Source: an optimization exercise on an open RTL-to-GDS flow (aim: small area, a short achievable clock period and few clock cycles per item). Production flows keep margins and buffers that such runs may drop.
The RTL was checked by simulation tests, not by an equivalence proof against the original design.
Power figures rest on the tool's default switching activity, not on a simulated workload.

==> config.mk <==
export PLATFORM = sky130hd
export DESIGN_NAME = signed_integer_to_custom_radix_digits
export DESIGN_NICKNAME = signed_integer_to_custom_radix_digits
export VERILOG_FILES = /design/flow/design.v
export SDC_FILE = /design/flow/constraint.sdc
export NUM_CORES = 4
export LEC_CHECK = 0
export CAP_MARGIN = 20
export CORE_MARGIN = 2
export CORE_UTILIZATION = 40
export SLEW_MARGIN = 20
export SYNTH_HIERARCHICAL = 1
export SYNTH_MINIMUM_KEEP_SIZE = 0
export TNS_END_PERCENT = 5
==> constraint.sdc <==
create_clock -name core_clock -period 12.0 [get_ports {clk}]
set_input_delay 2.4000 -clock core_clock [delete_from_list [all_inputs] [get_ports {clk}]]
set_output_delay 2.4000 -clock core_clock [all_outputs]
set_load 0.01 [all_outputs]
==> design.v <==
`default_nettype none
package sirc_pkg;
	localparam int CHAR_W  = 8;
	localparam int CFG_W   = 64;
	localparam int IN_W    = 32;
	localparam int CI_W    = $clog2(IN_W);
	localparam int ND      = 14;
	localparam int NDI_W   = 4;
	localparam logic [CHAR_W-1:0] NUL_CHAR   = 8'd0;
	localparam logic [CHAR_W-1:0] PLUS_CHAR  = 8'd43;
	localparam logic [CHAR_W-1:0] MINUS_CHAR = 8'd45;
endpackage
`default_nettype wire
`default_nettype none
import sirc_pkg::*;
module sirc_chunksel (
	input  wire logic [sirc_pkg::IN_W-1:0] mag,
	input  wire logic                      first,
	input  wire logic [sirc_pkg::CI_W-1:0] idx,
	output logic                           bit_next,
	output logic [sirc_pkg::CI_W-1:0]      idx_next,
	output logic                           hi_zero
);
	logic [CI_W-1:0] top;
	always_comb begin
		top = '0;
		for (int c = 0; c < IN_W; c++)
			if (mag[c])
				top = CI_W'(c);
		idx_next = (first ? top : idx) - 1'b1;
		bit_next = mag[idx_next];
		hi_zero  = (mag[IN_W-1:1] == '0);
	end
endmodule
`default_nettype wire
`default_nettype none
import sirc_pkg::*;
module sirc_mag (
	input  wire logic [sirc_pkg::IN_W-1:0] v,
	output logic [sirc_pkg::IN_W-1:0]      m
);
	logic [IN_W-1:0] pfx [6];
	always_comb begin
		pfx[0] = v;
		for (int l = 0; l < 5; l++)
			for (int i = 0; i < IN_W; i++)
				pfx[l+1][i] = (i >= (1 << l)) ? (pfx[l][i] | pfx[l][i - (1 << l)]) : pfx[l][i];
		m = v ^ ({IN_W{v[IN_W-1]}} & {pfx[5][IN_W-2:0], 1'b0});
	end
endmodule
module sirc_cfgdec (
	input  wire logic [4:0] radix,
	output logic [3:0]      tt,
	output logic [3:0]      ttm1,
	output logic            odd,
	output logic            m2,
	output logic            m3,
	output logic            m4,
	output logic            p16,
	output logic            p8
);
	logic [4:0] rp;
	always_comb begin
		case (radix)
			5'd2, 5'd4: rp = 5'd16;
			5'd3:       rp = 5'd9;
			default:    rp = radix;
		endcase
		tt   = rp[4:1] + {3'd0, rp[0]};
		ttm1 = rp[4:1] + {3'd0, rp[0]} - 4'd1;
		odd  = rp[0];
		m2   = (radix == 5'd2);
		m3   = (radix == 5'd3);
		m4   = (radix == 5'd4);
		p16  = (rp == 5'd16);
		p8   = (radix == 5'd8);
	end
endmodule
`default_nettype wire
`default_nettype none
import sirc_pkg::*;
module sirc_ddrow (
	input  wire logic [4*sirc_pkg::ND-1:0] d,
	input  wire logic                      c0,
	input  wire logic [3:0]                tt,
	input  wire logic [3:0]                ttm1,
	input  wire logic                      odd,
	output logic [4*sirc_pkg::ND-1:0]      dn
);
	logic [3:0] dg [ND];
	logic [2:0] df [ND];
	logic [2:0] q1 [ND];
	logic       g0 [ND];
	logic       p0 [ND];
	logic       gg [5][ND];
	logic       pp [5][ND];
	logic       cy [ND+1];
	for (genvar j = 0; j < ND; j++) begin : g_cell
		assign dg[j] = d[4*j +: 4];
		sirc_ddcell u_cell (
			.d    (dg[j]),
			.tt   (tt),
			.ttm1 (ttm1),
			.odd  (odd),
			.g    (g0[j]),
			.p    (p0[j]),
			.df   (df[j]),
			.q1   (q1[j])
		);
	end
	always_comb begin
		for (int j = 0; j < ND; j++) begin
			gg[0][j] = g0[j];
			pp[0][j] = p0[j];
		end
		for (int l = 0; l < 4; l++) begin
			for (int j = 0; j < ND; j++) begin
				if (j >= (1 << l)) begin
					gg[l+1][j] = gg[l][j] || (pp[l][j] && gg[l][j - (1 << l)]);
					pp[l+1][j] = pp[l][j] && pp[l][j - (1 << l)];
				end else begin
					gg[l+1][j] = gg[l][j];
					pp[l+1][j] = pp[l][j];
				end
			end
		end
		cy[0] = c0;
		for (int j = 0; j < ND; j++)
			cy[j+1] = gg[4][j] || (pp[4][j] && c0);
		for (int j = 0; j < ND; j++) begin
			if (!cy[j+1])
				dn[4*j +: 4] = {dg[j][2:0], cy[j]};
			else if (odd && cy[j])
				dn[4*j +: 4] = {q1[j], 1'b0};
			else
				dn[4*j +: 4] = {df[j], cy[j] ^ odd};
		end
	end
endmodule
module sirc_ddcell (
	input  wire logic [3:0] d,
	input  wire logic [3:0] tt,
	input  wire logic [3:0] ttm1,
	input  wire logic       odd,
	output logic            g,
	output logic            p,
	output logic [2:0]      df,
	output logic [2:0]      q1
);
	assign g  = (d[3] & !tt[3]) | (!(d[3] ^ tt[3]) & ((d[2] & !tt[2]) | (!(d[2] ^ tt[2]) &
	            ((d[1] & !tt[1]) | (!(d[1] ^ tt[1]) & (d[0] | !tt[0]))))));
	assign df = d[2:0] - tt[2:0];
	assign p  = odd && !g && (df == 3'd7);
	assign q1 = df + 3'd1;
endmodule
module sirc_emtop (
	input  wire logic [4*sirc_pkg::ND-1:0] e,
	input  wire logic                      m2,
	input  wire logic                      m3,
	input  wire logic                      m4,
	output logic [sirc_pkg::ND-1:0]        oh,
	output logic [1:0]                     s_start
);
	logic [ND-1:0] nz;
	logic [3:0]    dtop;
	always_comb begin
		for (int j = 0; j < ND; j++)
			nz[j] = |e[4*j +: 4];
		for (int j = 0; j < ND; j++) begin
			oh[j] = (j == 0) || nz[j];
			for (int k = j + 1; k < ND; k++)
				if (nz[k])
					oh[j] = 1'b0;
		end
		dtop = '0;
		for (int j = 0; j < ND; j++)
			dtop = dtop | (oh[j] ? e[4*j +: 4] : 4'd0);
		if (m2)
			s_start = dtop[3] ? 2'd3 : dtop[2] ? 2'd2 : dtop[1] ? 2'd1 : 2'd0;
		else if (m3)
			s_start = {1'b0, dtop[3] | dtop[2] | (dtop[1] & dtop[0])};
		else if (m4)
			s_start = {1'b0, dtop[3] | dtop[2]};
		else
			s_start = 2'd0;
	end
endmodule
module sirc_emsel (
	input  wire logic [4*sirc_pkg::ND-1:0] e,
	input  wire logic [sirc_pkg::ND-1:0]   oh,
	input  wire logic [1:0]                s,
	input  wire logic                      m2,
	input  wire logic                      m3,
	input  wire logic                      m4,
	output logic [3:0]                     sub,
	output logic                           is_last
);
	logic [3:0] dsel;
	logic [1:0] s3;
	always_comb begin
		dsel = '0;
		for (int j = 0; j < ND; j++)
			dsel = dsel | (oh[j] ? e[4*j +: 4] : 4'd0);
		case (dsel)
			4'd0: s3 = 2'd0;
			4'd1: s3 = s[0] ? 2'd0 : 2'd1;
			4'd2: s3 = s[0] ? 2'd0 : 2'd2;
			4'd3: s3 = s[0] ? 2'd1 : 2'd0;
			4'd4: s3 = 2'd1;
			4'd5: s3 = s[0] ? 2'd1 : 2'd2;
			4'd6: s3 = s[0] ? 2'd2 : 2'd0;
			4'd7: s3 = s[0] ? 2'd2 : 2'd1;
			4'd8: s3 = 2'd2;
			default: s3 = 2'd0;
		endcase
		if (m2)
			sub = {3'd0, dsel[s]};
		else if (m4)
			sub = {2'd0, s[0] ? dsel[3:2] : dsel[1:0]};
		else if (m3)
			sub = {2'd0, s3};
		else
			sub = dsel;
		is_last = oh[0] && (s == 2'd0);
	end
endmodule
module sirc_charsel (
	input  wire logic [127:0] chars,
	input  wire logic [3:0]   idx,
	output logic [7:0]        c
);
	assign c = chars[8*idx +: 8];
endmodule
`default_nettype wire
`default_nettype none
import sirc_pkg::*;
module signed_integer_to_custom_radix_digits (
	input  wire logic                             clk,
	input  wire logic                             arst_n,
	input  wire logic                             push,
	output logic                                  full,
	input  wire logic signed [sirc_pkg::IN_W-1:0] value,
	output logic                                  empty,
	input  wire logic                             pop,
	output logic [sirc_pkg::CHAR_W-1:0]           character,
	output logic                                  last,
	input  wire logic                             cfg_we,
	input  wire logic [1:0]                       cfg_index,
	input  wire logic [sirc_pkg::CFG_W-1:0]       cfg_data
);
	logic [CFG_W-1:0] lo_q;
	logic [CFG_W-1:0] hi_q;
	logic [4:0]       radix_q;
	logic             wlo_q;     
	logic             whi_q;     
	logic [3:0]       tt_q;
	logic [3:0]       ttm1_q;
	logic             odd_q;
	logic             m2_q;
	logic             m3_q;
	logic             m4_q;
	logic             p16_q;     
	logic             p8_q;      
	logic [3:0]       wr_tt;
	logic [3:0]       wr_ttm1;
	logic             wr_odd;
	logic             wr_m2;
	logic             wr_m3;
	logic             wr_m4;
	logic             wr_p16;
	logic             wr_p8;
	sirc_cfgdec u_cfgdec (
		.radix (cfg_data[4:0]),
		.tt    (wr_tt),
		.ttm1  (wr_ttm1),
		.odd   (wr_odd),
		.m2    (wr_m2),
		.m3    (wr_m3),
		.m4    (wr_m4),
		.p16   (wr_p16),
		.p8    (wr_p8)
	);
	always_ff @(posedge clk or negedge arst_n) begin
		if (!arst_n) begin
			radix_q <= '0;
			wlo_q   <= 1'b0;
			whi_q   <= 1'b0;
		end else if (cfg_we) begin
			case (cfg_index)
				2'd0: wlo_q <= 1'b1;
				2'd1: whi_q <= 1'b1;
				2'd2: radix_q <= cfg_data[4:0];
				default: ;
			endcase
		end
	end
	always_ff @(posedge clk) begin
		if (cfg_we && cfg_index == 2'd0)
			lo_q <= cfg_data;
		if (cfg_we && cfg_index == 2'd1)
			hi_q <= cfg_data;
		if (cfg_we && cfg_index == 2'd2) begin
			tt_q   <= wr_tt;
			ttm1_q <= wr_ttm1;
			odd_q  <= wr_odd;
			m2_q   <= wr_m2;
			m3_q   <= wr_m3;
			m4_q   <= wr_m4;
			p16_q  <= wr_p16;
			p8_q   <= wr_p8;
		end
	end
	logic       ck_act_q;
	logic       ck_ph_q;
	logic       ck_v_q;
	logic       ck_bad_q;
	logic [4:0] ck_i_q;
	logic [4:0] ck_j_q;
	logic       ck_ldi;
	logic       ck_ldj;
	logic       ck_pend;
	logic       bad_now;
	logic       cfg_hit;
	logic       ok;
	logic [7:0] ochar_q;
	logic [7:0] cm;
	logic [7:0] ck_ci;
	assign cfg_hit = cfg_we && (cfg_index != 2'd3);
	assign ck_ldi  = ck_act_q && !ck_ph_q && (ck_i_q < radix_q) && !ck_i_q[4];
	assign ck_ldj  = ck_act_q && ck_ph_q && (ck_j_q < radix_q) && !ck_j_q[4];
	assign ck_pend = ck_act_q || ck_v_q;
	assign bad_now = (ck_ph_q && ((ck_ci == NUL_CHAR) || (ck_ci == PLUS_CHAR) || (ck_ci == MINUS_CHAR))) ||
	                 (ck_v_q && (ochar_q == ck_ci));
	logic       ck_act_nx;
	logic       ck_v_nx;
	always_comb begin
		ck_act_nx = ck_act_q;
		if (cfg_hit)
			ck_act_nx = 1'b1;
		else if (ck_act_q && !ck_ph_q && !ck_ldi)
			ck_act_nx = 1'b0;
		ck_v_nx = !cfg_hit && ck_ldj;
	end
	always_ff @(posedge clk or negedge arst_n) begin
		if (!arst_n) begin
			ck_act_q <= 1'b0;
			ck_ph_q  <= 1'b0;
			ck_v_q   <= 1'b0;
			ck_bad_q <= 1'b0;
			ck_i_q   <= '0;
			ck_j_q   <= '0;
		end else begin
			ck_act_q <= ck_act_nx;
			ck_v_q   <= ck_v_nx;
			if (cfg_hit) begin
				ck_ph_q  <= 1'b0;
				ck_bad_q <= 1'b0;
				ck_i_q   <= '0;
			end else begin
				if (bad_now)
					ck_bad_q <= 1'b1;
				if (ck_act_q && !ck_ph_q) begin
					if (ck_ldi) begin
						ck_ph_q <= 1'b1;
						ck_j_q  <= ck_i_q + 5'd1;
					end
				end else if (ck_act_q) begin
					if ((ck_j_q + 5'd1) >= radix_q || ck_j_q[4] || ck_j_q == 5'd15) begin
						ck_ph_q <= 1'b0;
						ck_i_q  <= ck_i_q + 5'd1;
					end else begin
						ck_j_q <= ck_j_q + 5'd1;
					end
				end
			end
		end
	end
	assign ok = (radix_q >= 5'd2) && (radix_q <= 5'd16) && !ck_bad_q && wlo_q &&
	            (whi_q || radix_q <= 5'd8);
	logic             c_busy_q;
	logic             c_first_q;
	logic             c_neg_q;
	logic             c_bit_q;    
	logic [IN_W-1:0]  mag_q;
	logic [IN_W-1:0]  magv;
	logic [CI_W-1:0]  c_idx_q;
	logic [CI_W-1:0]  idx_next;
	logic             bit_next;
	logic             hi_zero;
	logic             pw;
	logic [4*ND-1:0]  d_q;
	logic [4*ND-1:0]  dd;
	logic [4*ND-1:0]  lay;
	logic             last_step;
	logic             step;
	logic             take;
	logic             final_go;
	logic             e_free;
	logic             e_v_q;
	logic             full_q;
	logic             c_busy_nx;
	logic             c_first_nx;
	logic [CI_W-1:0]  c_idx_nx;
	logic             e_v_nx;
	logic             full_nx;
	logic             emit_dig;
	logic             is_last;
	sirc_mag u_mag (
		.v (value),
		.m (magv)
	);
	sirc_chunksel u_chunksel (
		.mag      (mag_q),
		.first    (c_first_q),
		.idx      (c_idx_q),
		.bit_next (bit_next),
		.idx_next (idx_next),
		.hi_zero  (hi_zero)
	);
	sirc_ddrow u_row (
		.d    (d_q),
		.c0   (c_bit_q),
		.tt   (tt_q),
		.ttm1 (ttm1_q),
		.odd  (odd_q),
		.dn   (dd)
	);
	always_comb begin
		lay    = '0;
		lay[0] = !pw && !hi_zero;
		for (int j = 0; j < 8; j++)
			for (int k = 0; k < 4; k++)
				if (4*j + k + 1 < IN_W)
					lay[4*j + k] = lay[4*j + k] | (p16_q && mag_q[4*j + k + 1]);
		for (int j = 0; j < 11; j++)
			for (int k = 0; k < 3; k++)
				if (3*j + k + 1 < IN_W)
					lay[4*j + k] = lay[4*j + k] | (p8_q && mag_q[3*j + k + 1]);
	end
	assign pw        = p16_q || p8_q;
	assign last_step = !c_first_q && (c_idx_q == '0);
	assign take      = push && !full_q;
	assign step      = c_busy_q && !last_step;
	assign final_go  = c_busy_q && last_step && !ck_pend && e_free;
	always_comb begin
		c_busy_nx = c_busy_q;
		if (cfg_hit)
			c_busy_nx = 1'b0;
		else if (take)
			c_busy_nx = 1'b1;
		else if (final_go)
			c_busy_nx = 1'b0;
		c_first_nx = take ? 1'b1 : step ? 1'b0 : c_first_q;
		c_idx_nx   = (!take && step) ? ((c_first_q && (pw || hi_zero)) ? '0 : idx_next) : c_idx_q;
		e_v_nx     = e_v_q;
		if (final_go && ok && !cfg_hit)
			e_v_nx = 1'b1;
		else if (emit_dig && is_last)
			e_v_nx = 1'b0;
		full_nx = c_busy_nx && !(c_idx_nx == '0 && !c_first_nx && !ck_act_nx && !ck_v_nx && !e_v_nx);
	end
	always_ff @(posedge clk or negedge arst_n) begin
		if (!arst_n) begin
			c_busy_q <= 1'b0;
			e_v_q    <= 1'b0;
			full_q   <= 1'b0;
		end else begin
			c_busy_q <= c_busy_nx;
			e_v_q    <= e_v_nx;
			full_q   <= full_nx;
		end
	end
	assign full = full_q;
	always_ff @(posedge clk) begin
		if (!c_busy_q || (!c_first_q && c_idx_q == '0))
			mag_q <= magv;
		if (take) begin
			c_neg_q   <= value[IN_W-1];
			c_first_q <= 1'b1;
			c_bit_q   <= value[0];
		end else if (step) begin
			c_first_q <= 1'b0;
			if (c_first_q) begin
				d_q     <= lay;
				c_idx_q <= (pw || hi_zero) ? '0 : idx_next;
				if (!pw && !hi_zero)
					c_bit_q <= bit_next;
			end else begin
				d_q     <= dd;
				c_idx_q <= idx_next;
				c_bit_q <= bit_next;
			end
		end
	end
	logic             e_rdy_q;
	logic             e_sign_q;
	logic [ND-1:0]    e_oh_q;
	logic [1:0]       e_sub_q;
	logic [4*ND-1:0]  e_q;
	logic             ovld_q;
	logic             olast_q;
	logic [ND-1:0]    oh_top;
	logic [1:0]       s_start;
	logic [1:0]       s_full;
	logic [3:0]       sub;
	logic [3:0]       cidx;
	logic             ld_ok;
	logic             emit_sign;
	sirc_emtop u_emtop (
		.e       (e_q),
		.m2      (m2_q),
		.m3      (m3_q),
		.m4      (m4_q),
		.oh      (oh_top),
		.s_start (s_start)
	);
	sirc_emsel u_emsel (
		.e       (e_q),
		.oh      (e_oh_q),
		.s       (e_sub_q),
		.m2      (m2_q),
		.m3      (m3_q),
		.m4      (m4_q),
		.sub     (sub),
		.is_last (is_last)
	);
	sirc_charsel u_charsel (
		.chars ({hi_q, lo_q}),
		.idx   (cidx),
		.c     (cm)
	);
	assign ck_ci     = e_q[7:0];
	assign s_full    = m2_q ? 2'd3 : (m3_q || m4_q) ? 2'd1 : 2'd0;
	assign cidx      = !ck_act_q ? sub : ck_ph_q ? ck_j_q[3:0] : ck_i_q[3:0];
	assign ld_ok     = !ovld_q || pop;
	assign emit_sign = e_v_q && e_sign_q && ld_ok && !ck_pend;
	assign emit_dig  = e_v_q && e_rdy_q && !e_sign_q && ld_ok && !ck_pend;
	assign e_free    = !e_v_q || (emit_dig && is_last);
	always_ff @(posedge clk or negedge arst_n) begin
		if (!arst_n) begin
			ovld_q <= 1'b0;
		end else begin
			if (emit_sign || emit_dig)
				ovld_q <= 1'b1;
			else if (pop)
				ovld_q <= 1'b0;
		end
	end
	always_ff @(posedge clk) begin
		if (ck_ldj)
			ochar_q <= cm;
		if (emit_sign) begin
			ochar_q  <= MINUS_CHAR;
			olast_q  <= 1'b0;
			e_sign_q <= 1'b0;
		end
		if (emit_dig) begin
			ochar_q <= cm;
			olast_q <= is_last;
			if (e_sub_q != 2'd0) begin
				e_sub_q <= e_sub_q - 2'd1;
			end else begin
				e_sub_q <= s_full;
				e_oh_q  <= e_oh_q >> 1;
			end
		end
		if (!e_rdy_q) begin
			e_oh_q  <= oh_top;
			e_sub_q <= s_start;
			e_rdy_q <= 1'b1;
		end
		if (ck_ldi)
			e_q[7:0] <= cm;
		if (final_go) begin
			e_q      <= dd;
			e_sign_q <= c_neg_q;
			e_rdy_q  <= 1'b0;
		end
	end
	assign empty     = !ovld_q;
	assign character = ochar_q;
	assign last      = olast_q;
endmodule
`default_nettype wire
==> flow/run.sh <==
#!/bin/bash
set -euo pipefail
export SETUP_SLACK_MARGIN=8.5
bash standard.sh > standard.log 2>&1
==> standard.sh <==
#!/bin/bash
# synth_recipe.tcl (not shown) runs the flow's synth.tcl, then flattens the netlist and writes it again
# the make line also repeats each setting of config.mk as NAME=value (left out here)
make -C /OpenROAD-flow-scripts/flow DESIGN_CONFIG=/design/flow/config.mk WORK_HOME=/design/flow/orfs CLKGATE_MAP_FILE= SYNTH_SCRIPT=/design/flow/synth_recipe.tcl "${@:-finish}"
==> flow_metrics.py, run 1 <==
metrics = {
    "outcome": {
        "outcome": "complete, no violations",
    },
    "setup_path": {
        "cp_max_fo": 5,
        "start_kind": "flop",
        "crit_required_ns": 12.27,
        "crit_end": "d_q[51]",
        "crit_start": "tt_q[0]",
        "end_kind": "flop",
        "r2r-end": "d_q[51]",
        "worstPathArrival_ns": 4.44,
        "rr_worst_depth": 18,
        "rr_startpoint": "tt_q[0]",
        "reg2reg_slack_ns": 7.83,
        "crit_type": "flop to flop",
    },
    "grt": {
        "grt_first_pass_wirelength_mm": 80.2,
        "grt_pass1_vias": 13900,
        "grt_start_max_net_pins": 74,
        "gr-usage-all-layers": 0.195,
        "grt_overflow": 0,
        "grt_antenna_before_repair": 1,
    },
    "die": {
        "core_area_um2": 50100,
        "rows": 82,
        "die-width_um": 229,
        "ios": 114,
        "die_area_um2": 52500,
        "initial_utilization": 0.405,
        "die_h_um": 229,
    },
    "clocking": {
        "clock_latency_ns": 0.55,
        "clkSlewWorstSetupHoldPaths_ns": 0.06,
        "clockBufferDepth": 3,
        "ctsRootBufferMaster": "clkbuf_16",
        "cts_hold_buffers": 0,
        "htreeDepth": 2,
        "cts_buffers": 39,
        "tritoncts": "built",
        "cts.sinks": 342,
    },
    "logic_synthesis": {
        "synth.cell_area_um2": 20300,
        "syn_inst": 1628,
        "synthesis.nets": 1849,
        "synth_area_per_cell_um2": 12.5,
        "yosysWarnings": 26,
    },
    "place": {
        "place_area_um2": 22100,
        "io_buffers": 113,
        "place_congestion": 0.887,
        "dp_hpwl_mm": 36.6,
    },
    "detailed_routing": {
        "routed-via-count": 14000,
        "drt_iter0_markers": 1082,
        "wl_mm": 52.3,
        "drtPass1Iterations": 5,
        "viasPerCell": 5.62,
        "detail-route-antenna-nets": 0,
        "wire_per_inst_um": 20.9,
        "drc": 0,
    },
    "timing": {
        "fmax_mhz": 240,
        "slew_viol_final": 0,
        "slew_headroom": 0.351,
        "fin_skew_ns": 0.0217,
        "finalSetupViolations": 0,
        "rsz0062_at_grt": "yes",
        "tightest_slew_ns": 0.971,
        "holdWs_ns": 0.465,
        "hold_viol": 0,
        "period_needed_ns": 4.17,
        "fin_crit_sh": 0.348,
        "tns_ns": 0,
    },
    "cells_and_area": {
        "nFillCells": 4503,
        "n_antenna_cell": 0,
        "layout-drive-gt1-share": 0.205,
        "syn_to_final_growth_pct": 20.0,
        "final_cell_area_um2": 24300,
        "finalCoreUtilization": 0.486,
        "nNetsFinal": 2020,
    },
    "power": {
        "powerDensity_nw_per_um2": 182,
        "peakVddDrop_v": 0.000125,
        "power_leakage_nw": 9.04,
    },
    "hold_path": {
        "worstHoldStart": "wlo_q",
        "min_path_type": "flop to flop",
        "min_path_cells": 1,
    },
    "run": {
        "maxCapViolCount": 0,
    },
}
-- worst min path at each step --
stage / end / slack [ns]
floorplan: wlo_q / 0.44
global placement: wlo_q / 0.46
detailed placement: wlo_q / 0.45
CTS: wlo_q / 0.47
global route: wlo_q / 0.49
finish: wlo_q / 0.47
-- stage by stage --
step | cells | worst slack (ns) | power (mW)
global placement | 2373 | 6.70 | 3.09
CTS | 2482 | 7.84 | 4.39
global route | 2498 | 7.66 | 4.66
floorplan | 1628 | 7.50 | 2.69
finish | 2498 | 7.83 | 4.42
detailed placement | 2373 | 6.63 | 3.13
-- per-layer routing --
metal  routed length (µm)  GRT usage
met5                    0          0
met4                 1310     0.0584
met3                 2500     0.0256
met2                24700      0.318
met1                23800      0.272
-- sequential cells by signal, summed over array words and instances (netlist names), 8 cells and up --
register / flops
d_q: 56
e_oh_q: 14
hi_q: 64
lo_q: 64
mag_q: 32
e_q: 56
ochar_q: 8
-- repair_timing --
action,4_1_cts,5_1_grt
gates cloned,1,0
setup endpoints to repair,429,445
pin swaps,26,7
buffers inserted,40,16
gates resized for setup,82,52
endpoints found under the hold margin,0,0
-- critical path, stage by stage (launching register included) --
cell and delay, ns:
edfxtp_1 0.42, buf_6 0.14, buf_6 0.12, buf_4 0.11
ha_1 0.13, inv_1 0.04, fa_1 0.38, fa_1 0.48
ha_2 0.20, nand2_2 0.08, nor2_4 0.05, a21o_1 0.19
a21o_1 0.19, a221oi_2 0.33, o31ai_4 0.15, ha_4 0.20
mux2_4 0.29, mux2_4 0.26, nor2b_1 0.13
-- cells in the final DEF, fill, tap and decap left out, types with 13 or more instances in the layout --
cell type,instances
nor3_1,21
a22oi_1,61
nor2_1,91
mux2_4,25
fa_1,24
mux2i_1,47
ha_1,78
nand2b_1,15
mux4_1,14
a21o_1,25
o31ai_1,14
and2_1,16
clkdlybuf4s50_1,113
o21ai_0,50
nand3_1,22
buf_4,62
mux4_2,18
dfrtp_1,25
a22o_1,13
edfxtp_1,315
a21oi_1,66
xnor2_1,37
inv_1,128
nor4_1,20
nor2b_1,23
clkbuf_16,39
nand2_1,84
mux2_2,55
-- layout make-up --
type	count	area, µm²	area share
clock buffers	44	1000	0.0413
clock inverters	24	198	0.00813
inverters	132	495	0.0204
multi-input cells	1100	9930	0.408
flip-flops and latches	342	10100	0.416
well taps	672	841	0.0346
repair buffers	184	1740	0.0715
-- power by group --
part / switching [mW] / leakage [nW] / internal (mW)
Clock: 0.480 / 0.582 / 0.647
Sequential: 0.162 / 3.25 / 1.51
Combinational: 0.847 / 5.21 / 0.773
Total: 1.49 / 9.04 / 2.93
Testbench counts, summed over its fixed seeds: cycles 76,035, items 4,096.
==> run 2: changes to the inputs <==
--- a/design.v
+++ b/design.v
@@ -6,6 +6,7 @@
 	localparam int CI_W    = $clog2(IN_W);
 	localparam int ND      = 14;
 	localparam int NDI_W   = 4;
+	localparam int ND_DEC  = 10;
 	localparam logic [CHAR_W-1:0] NUL_CHAR   = 8'd0;
 	localparam logic [CHAR_W-1:0] PLUS_CHAR  = 8'd43;
 	localparam logic [CHAR_W-1:0] MINUS_CHAR = 8'd45;
@@ -16,8 +17,10 @@
 module sirc_chunksel (
 	input  wire logic [sirc_pkg::IN_W-1:0] mag,
 	input  wire logic                      first,
+	input  wire logic                      two,
 	input  wire logic [sirc_pkg::CI_W-1:0] idx,
 	output logic                           bit_next,
+	output logic                           bit_next2,
 	output logic [sirc_pkg::CI_W-1:0]      idx_next,
 	output logic                           hi_zero
 );
@@ -27,9 +30,10 @@
 		for (int c = 0; c < IN_W; c++)
 			if (mag[c])
 				top = CI_W'(c);
-		idx_next = (first ? top : idx) - 1'b1;
-		bit_next = mag[idx_next];
-		hi_zero  = (mag[IN_W-1:1] == '0);
+		idx_next  = (first ? top : idx) - (two ? CI_W'(2) : CI_W'(1));
+		bit_next  = mag[idx_next];
+		bit_next2 = mag[idx_next - 1'b1];
+		hi_zero   = (mag[IN_W-1:1] == '0);
 	end
 endmodule
 `default_nettype wire
@@ -57,7 +61,8 @@
 	output logic            m3,
 	output logic            m4,
 	output logic            p16,
-	output logic            p8
+	output logic            p8,
+	output logic            ev
 );
 	logic [4:0] rp;
 	always_comb begin
@@ -74,6 +79,7 @@
 		m4   = (radix == 5'd4);
 		p16  = (rp == 5'd16);
 		p8   = (radix == 5'd8);
+		ev   = (radix == 5'd10);
 	end
 endmodule
 `default_nettype wire
@@ -153,6 +159,32 @@
 	assign p  = odd && !g && (df == 3'd7);
 	assign q1 = df + 3'd1;
 endmodule
+module sirc_decrow (
+	input  wire logic [4*sirc_pkg::ND_DEC-1:0] d,
+	input  wire logic                          c0,
+	output logic [4*sirc_pkg::ND_DEC-1:0]      dn
+);
+	logic [3:0] dg [ND_DEC];
+	logic [2:0] df [ND_DEC];
+	logic       cy [ND_DEC+1];
+	always_comb begin
+		cy[0] = c0;
+		for (int j = 0; j < ND_DEC; j++) begin
+			dg[j]   = d[4*j +: 4];
+			cy[j+1] = dg[j][3] | (dg[j][2] & (dg[j][1] | dg[j][0]));
+			case (dg[j])
+				4'd5:    df[j] = 3'd0;
+				4'd6:    df[j] = 3'd1;
+				4'd7:    df[j] = 3'd2;
+				4'd8:    df[j] = 3'd3;
+				4'd9:    df[j] = 3'd4;
+				default: df[j] = 3'd0;
+			endcase
+		end
+		for (int j = 0; j < ND_DEC; j++)
+			dn[4*j +: 4] = {cy[j+1] ? df[j] : dg[j][2:0], cy[j]};
+	end
+endmodule
 module sirc_emtop (
 	input  wire logic [4*sirc_pkg::ND-1:0] e,
 	input  wire logic                      m2,
@@ -261,6 +293,7 @@
 	logic             m4_q;
 	logic             p16_q;     
 	logic             p8_q;      
+	logic             ev_q;      
 	logic [3:0]       wr_tt;
 	logic [3:0]       wr_ttm1;
 	logic             wr_odd;
@@ -269,6 +302,7 @@
 	logic             wr_m4;
 	logic             wr_p16;
 	logic             wr_p8;
+	logic             wr_ev;
 	sirc_cfgdec u_cfgdec (
 		.radix (cfg_data[4:0]),
 		.tt    (wr_tt),
@@ -278,7 +312,8 @@
 		.m3    (wr_m3),
 		.m4    (wr_m4),
 		.p16   (wr_p16),
-		.p8    (wr_p8)
+		.p8    (wr_p8),
+		.ev    (wr_ev)
 	);
 	always_ff @(posedge clk or negedge arst_n) begin
 		if (!arst_n) begin
@@ -308,6 +343,7 @@
 			m4_q   <= wr_m4;
 			p16_q  <= wr_p16;
 			p8_q   <= wr_p8;
+			ev_q   <= wr_ev;
 		end
 	end
 	logic       ck_act_q;
@@ -381,6 +417,12 @@
 	logic             c_first_q;
 	logic             c_neg_q;
 	logic             c_bit_q;    
+	logic             c_bit2_q;   
+	logic             bit_next2;
+	logic             two;
+	logic [4*ND_DEC-1:0] de1;
+	logic [4*ND_DEC-1:0] de2;
+	logic [4*ND-1:0]  dstep;
 	logic [IN_W-1:0]  mag_q;
 	logic [IN_W-1:0]  magv;
 	logic [CI_W-1:0]  c_idx_q;
@@ -410,12 +452,14 @@
 		.m (magv)
 	);
 	sirc_chunksel u_chunksel (
-		.mag      (mag_q),
-		.first    (c_first_q),
-		.idx      (c_idx_q),
-		.bit_next (bit_next),
-		.idx_next (idx_next),
-		.hi_zero  (hi_zero)
+		.mag       (mag_q),
+		.first     (c_first_q),
+		.two       (two),
+		.idx       (c_idx_q),
+		.bit_next  (bit_next),
+		.bit_next2 (bit_next2),
+		.idx_next  (idx_next),
+		.hi_zero   (hi_zero)
 	);
 	sirc_ddrow u_row (
 		.d    (d_q),
@@ -425,6 +469,18 @@
 		.odd  (odd_q),
 		.dn   (dd)
 	);
+	sirc_decrow u_dec1 (
+		.d  (d_q[4*ND_DEC-1:0]),
+		.c0 (c_bit_q),
+		.dn (de1)
+	);
+	sirc_decrow u_dec2 (
+		.d  (de1),
+		.c0 (c_bit2_q),
+		.dn (de2)
+	);
+	assign two   = ev_q && !c_first_q && (c_idx_q != '0);
+	assign dstep = two ? {{(4*(ND-ND_DEC)){1'b0}}, de2} : dd;
 	always_comb begin
 		lay    = '0;
 		lay[0] = !pw && !hi_zero;
@@ -438,7 +494,7 @@
 					lay[4*j + k] = lay[4*j + k] | (p8_q && mag_q[3*j + k + 1]);
 	end
 	assign pw        = p16_q || p8_q;
-	assign last_step = !c_first_q && (c_idx_q == '0);
+	assign last_step = !c_first_q && (c_idx_q == '0 || (ev_q && c_idx_q == CI_W'(1)));
 	assign take      = push && !full_q;
 	assign step      = c_busy_q && !last_step;
 	assign final_go  = c_busy_q && last_step && !ck_pend && e_free;
@@ -457,7 +513,8 @@
 			e_v_nx = 1'b1;
 		else if (emit_dig && is_last)
 			e_v_nx = 1'b0;
-		full_nx = c_busy_nx && !(c_idx_nx == '0 && !c_first_nx && !ck_act_nx && !ck_v_nx && !e_v_nx);
+		full_nx = c_busy_nx && !((c_idx_nx == '0 || (ev_q && c_idx_nx == CI_W'(1))) && !c_first_nx &&
+		                         !ck_act_nx && !ck_v_nx && !e_v_nx);
 	end
 	always_ff @(posedge clk or negedge arst_n) begin
 		if (!arst_n) begin
@@ -472,7 +529,7 @@
 	end
 	assign full = full_q;
 	always_ff @(posedge clk) begin
-		if (!c_busy_q || (!c_first_q && c_idx_q == '0))
+		if (!c_busy_q || last_step)
 			mag_q <= magv;
 		if (take) begin
 			c_neg_q   <= value[IN_W-1];
@@ -483,12 +540,15 @@
 			if (c_first_q) begin
 				d_q     <= lay;
 				c_idx_q <= (pw || hi_zero) ? '0 : idx_next;
-				if (!pw && !hi_zero)
-					c_bit_q <= bit_next;
+				if (!pw && !hi_zero) begin
+					c_bit_q  <= bit_next;
+					c_bit2_q <= bit_next2;
+				end
 			end else begin
-				d_q     <= dd;
-				c_idx_q <= idx_next;
-				c_bit_q <= bit_next;
+				d_q      <= dstep;
+				c_idx_q  <= idx_next;
+				c_bit_q  <= bit_next;
+				c_bit2_q <= bit_next2;
 			end
 		end
 	end
@@ -572,7 +632,7 @@
 		if (ck_ldi)
 			e_q[7:0] <= cm;
 		if (final_go) begin
-			e_q      <= dd;
+			e_q      <= dstep;
 			e_sign_q <= c_neg_q;
 			e_rdy_q  <= 1'b0;
 		end
==> run 2 against run 1 <==
  * Still clean
  * Count of clock-buffer cells in the layout fell by 1
  * Total power rose by 24%
  * Synthesized area rose by 14%
  * Worst setup slack got worse by 0.12 ns
  * Critical path type unchanged
  * Highest routed layer unchanged
==> flow_metrics.py, run 2 <==
metrics = {
    "timing": {
        "tightest_slew_ns": 1.16,
        "tns_ns": 0,
        "fin_skew_ns": 0.0224,
        "slew_viol_final": 0,
        "rsz0062_at_grt": "yes",
        "period_needed_ns": 4.29,
        "finalSetupViolations": 0,
        "fin_crit_sh": 0.358,
        "fmax_mhz": 233,
        "slew_headroom": 0.225,
        "holdWs_ns": 0.464,
        "hold_viol": 0,
    },
    "clocking": {
        "cts_buffers": 39,
        "clockBufferDepth": 3,
        "htreeDepth": 2,
        "clock_latency_ns": 0.58,
        "cts_hold_buffers": 0,
        "cts.sinks": 344,
        "clkSlewWorstSetupHoldPaths_ns": 0.06,
        "tritoncts": "built",
        "ctsRootBufferMaster": "clkbuf_16",
    },
    "power": {
        "power_leakage_nw": 10.4,
        "peakVddDrop_v": 0.000137,
        "powerDensity_nw_per_um2": 194,
    },
    "place": {
        "numPlacedInstances": 2836,
        "dp_hpwl_mm": 44.3,
        "io_buffers": 113,
        "place_congestion": 0.918,
    },
    "hold_path": {
        "min_path_cells": 1,
        "worstHoldStart": "wlo_q",
        "min_path_type": "flop to flop",
    },
    "die": {
        "die-width_um": 245,
        "ios": 114,
        "rows": 88,
        "die_h_um": 245,
        "core_area_um2": 57500,
        "initial_utilization": 0.404,
        "die_area_um2": 59900,
    },
    "logic_synthesis": {
        "synthesis.nets": 2249,
        "synth.cell_area_um2": 23200,
        "syn_inst": 2024,
        "synth_area_per_cell_um2": 11.5,
        "yosysWarnings": 30,
    },
    "cells_and_area": {
        "instances_no_fill": 3031,
        "nNetsFinal": 2461,
        "most-common-layout-cells": "317 x edfxtp_1, 140 x inv_1, 136 x nand2_1",
        "layout-drive-gt1-share": 0.254,
        "reg_top3": "hi_q x64, lo_q x64",
        "syn_to_final_growth_pct": 21.3,
        "layout_commonest_cell": "edfxtp_1",
        "n_antenna_cell": 0,
    },
    "grt": {
        "gr-usage-all-layers": 0.208,
        "grt_overflow": 0,
        "grt_first_pass_wirelength_mm": 97.7,
        "grt_antenna_before_repair": 0,
        "grt_start_max_net_pins": 72,
        "grt_pass1_vias": 17100,
    },
    "detailed_routing": {
        "drtPass1Iterations": 7,
        "drc": 0,
        "viasPerCell": 5.78,
        "wire_per_inst_um": 21.2,
        "drt_iter0_markers": 1578,
        "wl_mm": 64.2,
        "routed-via-count": 17500,
        "detail-route-antenna-nets": 0,
    },
    "setup_path": {
        "end_kind": "flop",
        "rr_startpoint": "tt_q[0]",
        "crit_type": "flop to flop",
        "rr_worst_depth": 20,
        "worstPathArrival_ns": 4.61,
        "start_kind": "flop",
        "cp_max_fo": 6,
        "crit_start": "tt_q[0]",
        "crit_required_ns": 12.32,
    },
    "outcome": {
        "outcome": "complete, no violations",
    },
    "run": {
        "maxCapViolCount": 0,
    },
}
[run 2: area by class of cell]
cell class / count / area [µm²]
Clock buffer: 43 / 991
Clock inverter: 28 / 319
Fill cell: 5128 / 29300
Inverter: 155 / 596
Multi-Input combinational cell: 1444 / 12700
Sequential cell: 344 / 10200
Tap cell: 765 / 957
Timing Repair Buffer: 249 / 2370
Timing Repair inverter: 3 / 22.5
[run 2: per-layer routing]
| layer | vias to the layer above | share of wire | track usage |
|---|---|---|---|
| li1 | 8145 | - | - |
| met5 | - | 0 | 0 |
| met1 | 8701 | 0.43 | 0.279 |
| met4 | 0 | 0.028 | 0.0667 |
| met2 | 548 | 0.49 | 0.352 |
| met3 | 112 | 0.053 | 0.0220 |
[run 2: metrics by stage]
stage	instance area (µm²)	util	power, mW	setup WS [ns]
5_1_grt	28100	0.490	5.76	7.55
6_report	28100	0.490	5.46	7.71
4_1_cts	27200	0.474	5.21	7.74
3_3_place_gp	24900	0.434	3.72	6.40
3_5_place_dp	24900	0.434	3.78	6.32
2_1_floorplan	23200	-	3.22	7.50
[run 2: what timing repair did]
item                                    in CTS  in global routing
setup buffers                               58                 60
endpoints found under the setup margin     424                446
cloned                                       4                  2
gates resized for setup                    122                 91
pin swaps                                   44                 53
[run 2: final timing paths]
kind	end	slack (ns)
worst max-delay path	e_q[39]	7.71
worst min-delay path	wlo_q	0.46
worst max register to register	e_q[39]	7.71
worst min register to register	wlo_q	0.46
max in group asynchronous	full_q	9.54
min in group asynchronous	ck_ph_q	2.19
[run 2: worst max-delay path, stage by stage, from the launching register on]
cell and delay [ns]:
edfxtp_1 0.37, buf_12 0.14, buf_4 0.12, ha_4 0.12, inv_2 0.04, fa_2 0.38, fa_1 0.47, ha_2 0.20
nand2_2 0.08, nor2_4 0.05, a21oi_4 0.21, o22ai_4 0.12, buf_6 0.13, a211oi_4 0.26, buf_12 0.17, inv_8 0.04
ha_4 0.16, mux2_4 0.29, mux2_4 0.26, mux2_4 0.27, buf_4 0.15
[run 2: report_power, final]
group | leakage, nW | total (mW) | internal, mW | switching (mW)
registers | 3.27 | 1.73 | 1.53 | 0.194
clock network | 0.634 | 1.22 | 0.697 | 0.522
logic | 6.50 | 2.52 | 1.23 | 1.29
total | 10.4 | 5.46 | 3.46 | 2.00
Testbench counts of run 2, summed over its fixed seeds: cycles 63,268, items 4,096.
==> run 3: changes to the inputs <==
--- a/design.v
+++ b/design.v
@@ -165,24 +165,20 @@
 	output logic [4*sirc_pkg::ND_DEC-1:0]      dn
 );
 	logic [3:0] dg [ND_DEC];
-	logic [2:0] df [ND_DEC];
 	logic       cy [ND_DEC+1];
+	function automatic logic [2:0] dmod5(input logic [3:0] v);
+		dmod5[2] = (v[2] & !v[1] & !v[0]) | (v[3] & v[0]);
+		dmod5[1] = (!v[2] & v[1]) | (v[2] & v[1] & v[0]) | (v[3] & !v[0]);
+		dmod5[0] = (!v[3] & !v[2] & v[0]) | (v[2] & v[1] & !v[0]) | (v[3] & !v[0]);
+	endfunction
 	always_comb begin
 		cy[0] = c0;
 		for (int j = 0; j < ND_DEC; j++) begin
 			dg[j]   = d[4*j +: 4];
 			cy[j+1] = dg[j][3] | (dg[j][2] & (dg[j][1] | dg[j][0]));
-			case (dg[j])
-				4'd5:    df[j] = 3'd0;
-				4'd6:    df[j] = 3'd1;
-				4'd7:    df[j] = 3'd2;
-				4'd8:    df[j] = 3'd3;
-				4'd9:    df[j] = 3'd4;
-				default: df[j] = 3'd0;
-			endcase
 		end
 		for (int j = 0; j < ND_DEC; j++)
-			dn[4*j +: 4] = {cy[j+1] ? df[j] : dg[j][2:0], cy[j]};
+			dn[4*j +: 4] = {dmod5(dg[j]), cy[j]};
 	end
 endmodule
 module sirc_emtop (
==> flow/run.sh (replaced) <==
#!/bin/bash
set -euo pipefail
export SETUP_SLACK_MARGIN=9
bash standard.sh > standard.log 2>&1
==> run 3 against run 2 <==
  * Clock skew rose by 0.0063 ns
  * First-iteration DRC count down 28%
  * Largest power group unchanged
  * Synthesized cell count shrank 0.99%
  * Still clean on timing, DRC and antenna
  * Worst hold slack improved by 0.028 ns
  * Cell area shrank 2.7%
  * Core utilization fell by 0.40 points
  * Combinational power is 4% lower
  * Worst setup slack worse by 0.10 ns
  * Via count shrank 3.4%
==> flow_metrics.py, run 3 <==
metrics = {
    "die": {
        "die_h_um": 243,
        "die-width_um": 243,
        "rows": 87,
        "ios": 114,
        "initial_utilization": 0.404,
        "core_area_um2": 56400,
        "die_area_um2": 58900,
    },
    "cells_and_area": {
        "layout_commonest_cell": "edfxtp_1",
        "layout-drive-gt1-share": 0.228,
        "syn_to_final_growth_pct": 20.2,
        "n_antenna_cell": 0,
        "most-common-layout-cells": "317 x edfxtp_1, 144 x nand2_1, 129 x inv_1",
        "nNetsFinal": 2424,
        "nFillCells": 5059,
        "reg_top3": "hi_q x64, lo_q x64",
    },
    "setup_path": {
        "start_kind": "flop",
        "worstPathCellList": "buf_12 -> buf_6 -> ha_4 -> inv_2 -> fa_2 -> fa_1 -> ha_2 -> nand2_2 -> nor2_4 -> nand3_2 -> o22ai_4 -> nor2_4 -> inv_2 -> a21oi_2 -> buf_4 -> a221o_2 -> inv_2 -> ha_4 -> mux2_4 -> mux2_4 -> and3_4",
        "crit_type": "flop to flop",
        "crit_required_ns": 12.33,
        "crit_family": "adder cells",
        "crit_top_cell": "inv_2",
        "path_buf_inv": 6,
        "critPathMaxStageDelay_ns": 0.59,
        "cp_slowest_cell": "fa_1",
        "worstPathArrival_ns": 4.73,
        "end_kind": "flop",
        "cp_max_fo": 5,
    },
    "grt": {
        "grt_antenna_before_repair": 0,
        "use_met3": 0.0302,
        "grt_first_pass_wirelength_mm": 94.6,
        "busiest_layer": "met2",
        "use_met1": 0.270,
        "grt_start_max_net_pins": 72,
        "grt_overflow": 0,
        "grtUsageMet2": 0.344,
        "grt_pass1_vias": 16500,
        "gr-usage-all-layers": 0.203,
    },
    "clocking": {
        "ctsRootBufferMaster": "clkbuf_16",
        "cts_buffers": 38,
        "htreeDepth": 2,
        "clock_latency_ns": 0.59,
        "tritoncts": "built",
        "clkSlewWorstSetupHoldPaths_ns": 0.06,
        "clockBufferDepth": 3,
        "cts.sinks": 344,
    },
    "power": {
        "peakVddDrop_v": 0.000137,
        "powerDensity_nw_per_um2": 195,
        "power_leakage_nw": 10.2,
    },
    "timing": {
        "slew_headroom": 0.156,
        "tightest_slew_ns": 1.25,
        "tns_ns": 0,
        "holdWs_ns": 0.492,
        "rsz0062_at_grt": "yes",
        "fin_ws_ns": 7.60,
        "fmax_mhz": 227,
        "period_needed_ns": 4.40,
        "fin_skew_ns": 0.0288,
        "hold_viol": 0,
        "fin_crit_sh": 0.367,
        "finalSetupViolations": 0,
        "slew_viol_final": 0,
    },
    "detailed_routing": {
        "wire_per_inst_um": 20.6,
        "wl_mm": 61.6,
        "drt_iter0_markers": 1140,
        "detail-route-antenna-nets": 0,
        "routed-via-count": 16900,
        "viasPerCell": 5.67,
        "drc": 0,
        "drtPass1Iterations": 5,
    },
    "place": {
        "io_buffers": 113,
        "pre_cts_slack_ns": 6.35,
        "dp_hpwl_mm": 43.3,
        "place_congestion": 0.918,
    },
    "logic_synthesis": {
        "synth.cell_area_um2": 22800,
        "syn_inst": 2004,
        "synthesis.nets": 2229,
        "synth_area_per_cell_um2": 11.4,
        "yosysWarnings": 29,
    },
    "outcome": {
        "outcome": "complete, no violations",
    },
    "hold_path": {
        "min_path_type": "flop to flop",
    },
    "run": {
        "maxCapViolCount": 0,
    },
}
## run 3: cell count changes in the layout (fill, tap and decap cells not counted), sizes merged, moves of 18 or more
cell,previous run,this run
nand2b,36,72
or3b,25,1
a22o,6,26
nand3b,21,1
o21a,13,33
a21oi,89,108
buf,135,117
## run 3: cell type report
class                      count  area [µm²]  share of cell area
clock buffer                  48        1010              0.0368
clock inverter                20         269             0.00983
inverter                     159         611              0.0223
multi-input combinational   1421       12100               0.441
sequential                   344       10200               0.372
tap                          756         946              0.0346
timing repair buffer         232        2260              0.0824
timing repair inverter         3        22.5            0.000823
## run 3: layer usage
metal | part of all wire | wire [µm]
met1 | 0.43 | 26800
met2 | 0.49 | 29900
met3 | 0.054 | 3310
met4 | 0.026 | 1590
met5 | 0 | 0
## run 3: report_power, final
group	switching, mW	total (mW)	internal [mW]
Sequential	0.188	1.72	1.53
Combinational	1.24	2.41	1.17
Clock	0.502	1.19	0.692
## run 3: worst paths after layout
path	from	end	slack (ns)	depth (start not counted)
min	wlo_q	wlo_q	0.49	1
min in group asynchronous	arst_n	e_v_q	2.20	2
min reg2reg	wlo_q	wlo_q	0.49	1
max in group asynchronous	arst_n	c_busy_q	9.52	2
max reg2reg	tt_q[0]	d_q[50]	7.60	21
max	tt_q[0]	d_q[50]	7.60	21
## run 3: stage by stage
stage	instance area [µm²]	util	total power [mW]	std cells
2_1_floorplan	22800	-	3.23	2004
3_3_place_gp	24500	0.435	3.73	2808
3_5_place_dp	24500	0.435	3.79	2809
4_1_cts	26700	0.473	5.14	2931
5_1_grt	27400	0.486	5.63	2983
6_report	27400	0.486	5.33	2983
## run 3: timing repair
item | CTS | global route
hold buffers | 0 | 0
resized for setup | 104 | 58
endpoints found under the setup margin | 482 | 491
pin swaps | 29 | 21
buffers inserted | 51 | 47
gates cloned | 3 | 5
Testbench counts of run 3, summed over its fixed seeds: cycles 63,268, items 4,096.
==> run 4: changes to the inputs <==
==> flow/run.sh (replaced) <==
#!/bin/bash
set -euo pipefail
export SETUP_SLACK_MARGIN=8
bash standard.sh > standard.log 2>&1
==> run 4 against run 3 <==
  * Die area is the same
  * Worst hold slack lost 0.018 ns
  * Non-clock buffer count shrank 18
  * First-iteration DRC count grew 16%
  * Highest routed layer unchanged
  * Register-to-register slack lost 0.05 ns
  * Worst setup slack lost 0.055 ns
  * Wire length grew 2.3%
  * Synthesized area is the same
  * Cell area shrank 0.42%
  * Critical path type unchanged
  * Largest cell class unchanged
  * Combinational power grew 2%
  * Count of clock-buffer cells in the layout is the same
==> flow_metrics.py, run 4 <==
metrics = {
    "timing": {
        "fin_ws_ns": 7.55,
        "rsz0062_at_grt": "yes",
        "fin_skew_ns": 0.0411,
        "period_needed_ns": 4.45,
        "tns_ns": 0,
        "tightest_slew_ns": 1.06,
        "hold_viol": 0,
        "fmax_mhz": 225,
        "slew_headroom": 0.292,
        "fin_crit_sh": 0.371,
        "finalSetupViolations": 0,
        "slew_viol_final": 0,
    },
    "die": {
        "die_h_um": 243,
        "die-width_um": 243,
        "rows": 87,
        "core_area_um2": 56400,
        "initial_utilization": 0.404,
        "ios": 114,
        "die_area_um2": 58900,
    },
    "cells_and_area": {
        "final_cell_area_um2": 27300,
        "layout-drive-gt1-share": 0.227,
        "reg_top3": "hi_q x64, lo_q x64",
        "syn_to_final_growth_pct": 19.7,
        "finalCoreUtilization": 0.483,
        "layout_commonest_cell": "edfxtp_1",
        "most-common-layout-cells": "317 x edfxtp_1, 145 x nand2_1, 131 x inv_1",
        "nNetsFinal": 2408,
    },
    "clocking": {
        "ctsRootBufferMaster": "clkbuf_16",
        "htreeDepth": 2,
        "tritoncts": "built",
        "cts_buffers": 40,
        "cts.sinks": 344,
        "cts_hold_buffers": 0,
        "clkSlewWorstSetupHoldPaths_ns": 0.06,
        "clockBufferDepth": 3,
        "clock_latency_ns": 0.59,
    },
    "setup_path": {
        "crit_type": "flop to flop",
        "rr_startpoint": "tt_q[0]",
        "cp_max_fo": 10,
        "start_kind": "flop",
        "end_kind": "flop",
        "crit_start": "tt_q[0]",
        "worstPathArrival_ns": 4.79,
        "rr_worst_depth": 18,
        "crit_required_ns": 12.34,
    },
    "detailed_routing": {
        "detail-route-antenna-nets": 0,
        "routed-via-count": 17000,
        "drt_iter0_markers": 1324,
        "wire_per_inst_um": 21.2,
        "wl_mm": 63.0,
        "drtPass1Iterations": 5,
        "viasPerCell": 5.71,
        "drc": 0,
    },
    "grt": {
        "use_met1": 0.272,
        "use_met3": 0.0328,
        "gr-usage-all-layers": 0.206,
        "grt_overflow": 0,
        "grt_antenna_before_repair": 1,
        "grtUsageMet2": 0.348,
        "busiest_layer": "met2",
        "grt_pass1_vias": 16500,
        "grt_start_max_net_pins": 72,
        "grt_first_pass_wirelength_mm": 95.2,
    },
    "place": {
        "dp_hpwl_mm": 44.1,
        "place_area_um2": 24500,
        "pre_cts_slack_ns": 6.29,
        "place_congestion": 0.915,
        "io_buffers": 113,
    },
    "power": {
        "peakVddDrop_v": 0.000163,
        "total_power_mw": 5.43,
        "power_leakage_nw": 10.1,
        "powerDensity_nw_per_um2": 199,
    },
    "hold_path": {
        "min_path_cells": 1,
        "min_path_type": "flop to flop",
        "worstHoldStart": "wlo_q",
    },
    "logic_synthesis": {
        "syn_inst": 2004,
        "synth_area_per_cell_um2": 11.4,
        "synthesis.nets": 2229,
        "synth.cell_area_um2": 22800,
        "yosysWarnings": 29,
    },
    "run": {
        "maxCapViolCount": 0,
    },
    "outcome": {
        "outcome": "complete, no violations",
    },
}
## run 4: what timing repair did
action                     in CTS  in global routing
setup buffers                  37                 44
pin swaps                      19                 41
resized for setup              69                 98
gates cloned                    5                  2
hold endpoints to repair        0                  0
setup endpoints to repair     257                238
## run 4: path summary, 6_finish.rpt
kind	to	slack, ns
max	d_q[42]	7.55
min in group asynchronous	ck_j_q[4]	2.18
max in group asynchronous	radix_q[3]	9.54
min	wlo_q	0.47
min reg2reg	wlo_q	0.47
max reg2reg	d_q[42]	7.55
## run 4: layout make-up
type                       instances  area (µm²)
clock buffer                      48        1040
multi-input combinational       1421       12100
timing repair inverter             3        22.5
tap                              756         946
inverter                         159         608
antenna                            1        2.50
sequential                       344       10200
fill                            5110       29100
clock inverter                    25         328
timing repair buffer             214        2080
## run 4: metal layers
metal,up-vias,share of wire
met2,533,0.48
li1,7912,-
met3,109,0.056
met5,-,0
met4,0,0.029
met1,8422,0.43
## run 4: metrics by stage
| step | cells | hold WS, ns |
|---|---|---|
| 2_1_floorplan | 2004 | 0.430 |
| 3_3_place_gp | 2809 | 0.461 |
| 3_5_place_dp | 2809 | 0.465 |
| 4_1_cts | 2924 | 0.479 |
| 5_1_grt | 2971 | 0.498 |
| 6_report | 2971 | 0.474 |
## run 4: where the power goes
group	switching [mW]	internal, mW
Combinational	1.27	1.18
Sequential	0.196	1.53
Clock	0.514	0.738
## run 4: worst max-delay path, stage by stage (launching register included)
cell and delay [ns]:
edfxtp_1 0.38, buf_12 0.15, ha_1 0.16, inv_1 0.05, fa_2 0.34, fa_1 0.52
ha_2 0.20, nand2_1 0.08, nor2_2 0.06, a21oi_4 0.21, o22ai_4 0.12, buf_4 0.15
a211oi_4 0.52, inv_4 0.10, a21o_4 0.26, ha_2 0.20, mux2_2 0.27, mux2_2 0.28
and3_1 0.16
==> run 5: changes to the inputs <==
==> flow/run.sh (replaced) <==
#!/bin/bash
set -euo pipefail
export SETUP_SLACK_MARGIN=8.5
bash standard.sh > standard.log 2>&1
==> run 5 against run 4 <==
  * Non-clock buffer count grew 11
  * Count of clock-buffer cells in the layout unchanged
  * Clock skew shrank 0.013 ns
  * Clock power down 5%
  * Register-to-register slack gained 0.06 ns
  * Die area unchanged
  * Sequential share of layout area barely moved
  * Cell area increased by 0.13%
  * Via count decreased by 0.58%
  * Sequential power about the same
==> flow_metrics.py, run 5 <==
metrics = {
    "outcome": {
        "outcome": "complete, no violations",
    },
    "cells_and_area": {
        "syn_to_final_growth_pct": 19.8,
        "nFillCells": 5071,
        "n_antenna_cell": 0,
        "layout_commonest_cell": "edfxtp_1",
        "layout-drive-gt1-share": 0.224,
        "nNetsFinal": 2417,
        "reg_top3": "hi_q x64, lo_q x64",
        "most-common-layout-cells": "317 x edfxtp_1, 145 x nand2_1, 129 x inv_1",
    },
    "detailed_routing": {
        "drt_iter0_markers": 1184,
        "wire_per_inst_um": 20.6,
        "routed-via-count": 16900,
        "detail-route-antenna-nets": 0,
        "viasPerCell": 5.67,
        "wl_mm": 61.3,
        "drtPass1Iterations": 5,
        "drc": 0,
    },
    "setup_path": {
        "crit_start": "tt_q[0]",
        "end_kind": "flop",
        "cp_slowest_cell": "fa_1",
        "crit_top_cell": "inv_2",
        "rr_startpoint": "tt_q[0]",
        "worstPathCellList": "buf_12 -> buf_6 -> ha_4 -> inv_2 -> fa_2 -> fa_1 -> ha_2 -> nand2_2 -> nor2_4 -> nand3_2 -> o22ai_4 -> nor2_4 -> inv_2 -> a21oi_2 -> buf_4 -> a221o_2 -> inv_2 -> ha_4 -> mux2_4 -> mux2_4 -> and3_4",
        "rr_worst_depth": 21,
        "cp_max_fo": 5,
        "worstPathArrival_ns": 4.72,
        "start_kind": "flop",
        "crit_family": "adder cells",
        "cp_num_cells": 21,
        "path_buf_inv": 6,
        "reg2reg_slack_ns": 7.60,
        "crit_type": "flop to flop",
        "crit_required_ns": 12.33,
        "critPathMaxStageDelay_ns": 0.58,
    },
    "die": {
        "ios": 114,
        "die-width_um": 243,
        "rows": 87,
        "core_area_um2": 56400,
        "die_h_um": 243,
        "initial_utilization": 0.404,
        "die_area_um2": 58900,
    },
    "hold_path": {
        "min_path_cells": 1,
        "worstHoldStart": "wlo_q",
        "min_path_type": "flop to flop",
    },
    "run": {
        "maxCapViolCount": 0,
    },
    "logic_synthesis": {
        "yosysWarnings": 29,
        "synthesis.nets": 2229,
        "syn_inst": 2004,
        "synth_area_per_cell_um2": 11.4,
        "synth.cell_area_um2": 22800,
    },
    "grt": {
        "gr-usage-all-layers": 0.203,
        "grt_start_max_net_pins": 72,
        "grt_pass1_vias": 16500,
        "grt_antenna_before_repair": 0,
        "grt_overflow": 0,
        "grt_first_pass_wirelength_mm": 94.6,
    },
    "power": {
        "p_clk_frac": 0.226,
        "power_leakage_nw": 10.2,
        "seqPwrFrac": 0.326,
        "peakVddDrop_v": 0.000137,
        "comb_power_share": 0.448,
        "powerDensity_nw_per_um2": 193,
        "p_sw_mw": 1.91,
        "sw_frac_of_total": 0.362,
        "p_int_mw": 3.37,
    },
    "timing": {
        "slew_viol_final": 0,
        "fmax_mhz": 228,
        "fin_crit_sh": 0.366,
        "slew_headroom": 0.157,
        "finalSetupViolations": 0,
        "period_needed_ns": 4.40,
        "tns_ns": 0,
        "tightest_slew_ns": 1.25,
        "rsz0062_at_grt": "yes",
        "hold_viol": 0,
        "fin_ws_ns": 7.60,
        "fin_skew_ns": 0.0278,
    },
    "place": {
        "pre_cts_slack_ns": 6.35,
        "io_buffers": 113,
        "place_congestion": 0.918,
        "dp_hpwl_mm": 43.3,
    },
    "clocking": {
        "tritoncts": "built",
        "clock_latency_ns": 0.58,
        "cts.sinks": 344,
        "ctsRootBufferMaster": "clkbuf_16",
        "htreeDepth": 2,
        "cts_buffers": 38,
        "cts_hold_buffers": 0,
        "clockBufferDepth": 3,
        "clkSlewWorstSetupHoldPaths_ns": 0.06,
    },
}
-- run 5: through the flow --
stage | hold slack [ns] | cells | instance area [µm²] | util | power, mW
floorplan | 0.430 | 2004 | 22800 | - | 3.23
global placement | 0.462 | 2808 | 24500 | 0.435 | 3.73
detailed placement | 0.473 | 2809 | 24500 | 0.435 | 3.79
CTS | 0.487 | 2931 | 26600 | 0.473 | 5.14
global route | 0.504 | 2976 | 27300 | 0.484 | 5.58
finish | 0.492 | 2976 | 27300 | 0.484 | 5.28
-- run 5: cell type report --
| cell class | count | area (µm²) | area share |
|---|---|---|---|
| Clock buffer | 48 | 1010 | 0.0369 |
| Clock inverter | 20 | 269 | 0.00985 |
| Inverter | 159 | 611 | 0.0224 |
| Multi-Input combinational cell | 1421 | 12100 | 0.442 |
| Sequential cell | 344 | 10200 | 0.373 |
| Tap cell | 756 | 946 | 0.0347 |
| Timing Repair Buffer | 225 | 2180 | 0.0799 |
| Timing Repair inverter | 3 | 22.5 | 0.000825 |
-- run 5: final timing paths --
kind / endpoint
setup / recovery: d_q[50]
hold / removal: wlo_q
setup reg to reg: d_q[50]
hold reg to reg: wlo_q
max in group asynchronous: c_busy_q
min in group asynchronous: e_v_q
-- run 5: per-layer routing --
metal  vias up  routed length (µm)  share of wire  GRT usage
met5         -                   0              0          0
met4         0                1590          0.026     0.0581
met3       106                3100          0.051     0.0302
met2       448               29800           0.49      0.344
met1      8386               26800           0.44      0.269
li1       7938                   -              -          -
-- run 5: power by group through the flow --
stage	Sequential, mW	Combinational [mW]	Clock (mW)
2_1_floorplan	1.68	1.55	0
3_3_place_gp	1.75	1.98	0
3_5_place_dp	1.76	2.03	0
4_1_cts	1.72	2.19	1.22
5_1_grt	1.74	2.58	1.26
6_report	1.72	2.36	1.19
-- run 5: timing repair --
action / CTS / global route
gates resized for setup: 101 / 59
buffers inserted: 51 / 41
endpoints found under the setup margin: 419 / 453
cloned: 3 / 4
pin swaps: 29 / 23
==> run 6: changes to the inputs <==
--- a/config.mk
+++ b/config.mk
@@ -5,10 +5,10 @@
 export SDC_FILE = /design/flow/constraint.sdc
 export NUM_CORES = 4
 export LEC_CHECK = 0
-export CAP_MARGIN = 20
+export CAP_MARGIN = 0
 export CORE_MARGIN = 2
 export CORE_UTILIZATION = 40
-export SLEW_MARGIN = 20
+export SLEW_MARGIN = 0
 export SYNTH_HIERARCHICAL = 1
 export SYNTH_MINIMUM_KEEP_SIZE = 0
 export TNS_END_PERCENT = 5
==> run 6 against run 5 <==
  * Still clean
  * Core utilization increased by 0.24 points
  * Count of clock-buffer cells in the layout is the same
  * Via count up 0.21%
  * Wire length up 1.0%
  * Synthesized area is the same
  * Non-clock buffer count up 8
  * Sequential power about the same
  * Critical path type unchanged
  * Largest power group unchanged
==> flow_metrics.py, run 6 <==
metrics = {
    "outcome": {
        "outcome": "complete, no violations",
    },
    "power": {
        "peakVddDrop_v": 0.000146,
        "seqPwrFrac": 0.314,
        "sw_frac_of_total": 0.364,
        "p_sw_mw": 2.00,
        "power_leakage_nw": 10.3,
        "p_int_mw": 3.50,
        "p_clk_frac": 0.218,
        "comb_power_share": 0.468,
        "powerDensity_nw_per_um2": 201,
    },
    "cells_and_area": {
        "most-common-layout-cells": "317 x edfxtp_1, 142 x nand2_1, 130 x inv_1",
        "nFillCells": 5169,
        "regArea_um2": 10200,
        "finalCoreUtilization": 0.486,
        "n_antenna_cell": 0,
        "syn_to_final_growth_pct": 20.4,
        "layout-drive-gt1-share": 0.248,
        "final_cell_area_um2": 27400,
        "nNetsFinal": 2425,
        "multiInputGateArea_um2": 12200,
        "reg_top3": "hi_q x64, lo_q x64",
        "layout_commonest_cell": "edfxtp_1",
    },
    "place": {
        "dp_hpwl_mm": 43.0,
        "io_buffers": 113,
        "place_congestion": 0.918,
        "place_area_um2": 24500,
    },
    "logic_synthesis": {
        "synthesis.nets": 2229,
        "yosysWarnings": 29,
        "syn_inst": 2004,
        "synth.cell_area_um2": 22800,
        "synth_area_per_cell_um2": 11.4,
    },
    "setup_path": {
        "critPathMaxStageDelay_ns": 0.60,
        "crit_type": "flop to flop",
        "worstPathArrival_ns": 4.64,
        "crit_family": "adder cells",
        "path_buf_inv": 5,
        "start_kind": "flop",
        "end_kind": "flop",
        "crit_required_ns": 12.34,
        "cp_max_fo": 6,
        "worstPathCellList": "buf_12 -> buf_8 -> ha_4 -> inv_1 -> fa_2 -> fa_1 -> ha_2 -> nand2_2 -> nor2_4 -> a21oi_2 -> o21ai_1 -> a21oi_2 -> buf_4 -> a221o_2 -> inv_2 -> ha_4 -> mux2_4 -> mux2_4 -> and3_4",
        "cp_slowest_cell": "fa_1",
    },
    "clocking": {
        "cts_buffers": 39,
        "clockBufferDepth": 3,
        "clock_latency_ns": 0.58,
        "tritoncts": "built",
        "htreeDepth": 2,
        "clkSlewWorstSetupHoldPaths_ns": 0.06,
        "ctsRootBufferMaster": "clkbuf_16",
        "cts.sinks": 344,
    },
    "timing": {
        "tns_ns": 0,
        "tightest_slew_ns": 1.10,
        "finalSetupViolations": 0,
        "slew_headroom": 0.265,
        "slew_viol_final": 0,
        "rsz0062_at_grt": "yes",
        "fin_skew_ns": 0.0173,
        "hold_viol": 0,
        "fin_crit_sh": 0.359,
        "period_needed_ns": 4.31,
        "fmax_mhz": 232,
        "holdWs_ns": 0.486,
    },
    "die": {
        "die_area_um2": 58900,
        "core_area_um2": 56400,
        "die-width_um": 243,
        "ios": 114,
        "initial_utilization": 0.404,
        "rows": 87,
        "die_h_um": 243,
    },
    "grt": {
        "grt_pass1_vias": 16700,
        "grt_overflow": 0,
        "grt_antenna_before_repair": 0,
        "grt_first_pass_wirelength_mm": 96.0,
        "grt_start_max_net_pins": 72,
        "gr-usage-all-layers": 0.206,
    },
    "detailed_routing": {
        "routed-via-count": 16900,
        "wire_per_inst_um": 20.7,
        "drt_iter0_markers": 1389,
        "wl_mm": 61.9,
        "viasPerCell": 5.66,
        "drc": 0,
        "drtPass1Iterations": 5,
        "detail-route-antenna-nets": 0,
    },
    "run": {
        "maxCapViolCount": 0,
    },
    "hold_path": {
        "min_path_type": "flop to flop",
    },
}
## run 6: stage by stage
step	instances	setup slack, ns	power [mW]
2_1_floorplan	2004	7.50	3.23
3_3_place_gp	2808	6.48	3.73
3_5_place_dp	2808	6.38	3.78
4_1_cts	2939	7.69	5.19
5_1_grt	2986	7.58	5.82
6_report	2986	7.69	5.50
## run 6: routing by layer
layer	GRT usage	share of wire	wire, µm	vias up
li1	-	-	-	7924
met1	0.274	0.44	27000	8401
met4	0.0516	0.021	1300	0
met5	0	0	0	-
met3	0.0333	0.050	3110	96
met2	0.350	0.49	30500	492
## run 6: worst reg2reg max path, delay by kind of cell, from the launching register on
kind            cells  cell delay (ns)
simple gates        3             0.44
compound gates      4             0.72
fa+ha+maj           5             1.42
buf+inv             5             0.55
mux                 2             0.57
flops               1             0.37
## run 6: path summary, 6_finish.rpt
kind                       startpoint        end  slack, ns  depth (start not counted)
max                           tt_q[0]    d_q[50]       7.69                         19
min                             wlo_q      wlo_q       0.49                          1
max reg2reg                   tt_q[0]    d_q[50]       7.69                         19
min reg2reg                     wlo_q      wlo_q       0.49                          1
max in group asynchronous      arst_n   ck_bad_q       9.52                          2
min in group asynchronous      arst_n  ck_i_q[4]       2.19                          2
## run 6: power by group through the flow
stage / Sequential, mW / Clock [mW] / Combinational [mW]
6_report: 1.73 / 1.20 / 2.58
5_1_grt: 1.75 / 1.28 / 2.79
4_1_cts: 1.72 / 1.23 / 2.24
3_5_place_dp: 1.76 / 0 / 2.02
3_3_place_gp: 1.75 / 0 / 1.98
2_1_floorplan: 1.68 / 0 / 1.55
## run 6: final cells by class
cell class                      count  area share
Multi-Input combinational cell   1420       0.444
Sequential cell                   344       0.371
Timing Repair Buffer              233      0.0805
Clock buffer                       48      0.0368
Tap cell                          756      0.0345
Inverter                          159      0.0221
Clock inverter                     23      0.0100
Timing Repair inverter              3    0.000821
## run 6: what timing repair did
| item | CTS | global route |
|---|---|---|
| hold buffers | 0 | 0 |
| resized for setup | 115 | 91 |
| cloned | 4 | 3 |
| buffers inserted | 56 | 44 |
| setup endpoints to repair | 415 | 450 |
| pin swaps | 40 | 46 |

-- separate check: timing with driven ports --
No port has a modelled driver above. Below, the same layouts with a new extraction and two added sets of constraints.
Step 1, drivers: a clkbuf_16 drives clk and a buf_2 each remaining input, both assumed.
Step 2, shift: input delay + t, output delay - t, t = (earliest + latest rising clock arrival at the registers) / 2. This alone moves slack from input paths to output paths.
a / b / c = no drivers / after step 1 / after step 2; a / b = the first two.
| run | t, ns | setup WS [ns] | latest minus earliest clock arrival (ns) | cell pins on the clock port's net |
|---|---|---|---|---|
| run 1 | 0.601 | 7.826 / 7.826 / 7.277 | 0.023 / 0.023 | 1 |
| run 2 | 0.631 | 7.706 / 7.706 / 7.167 | 0.022 / 0.022 | 1 |
| run 3 | 0.625 | 7.602 / 7.602 / 7.161 | 0.030 / 0.031 | 1 |
| run 4 | 0.633 | 7.547 / 7.547 / 7.122 | 0.041 / 0.041 | 1 |
| run 5 | 0.626 | 7.605 / 7.605 / 7.161 | 0.030 / 0.030 | 1 |
| run 6 | 0.631 | 7.694 / 7.694 / 7.159 | 0.019 / 0.019 | 1 |
After both steps every run listed still meets setup and hold. For run 1, which loses most, drivers alone change the setup slack by 0.000 ns; drivers and shift together by -0.549 ns.
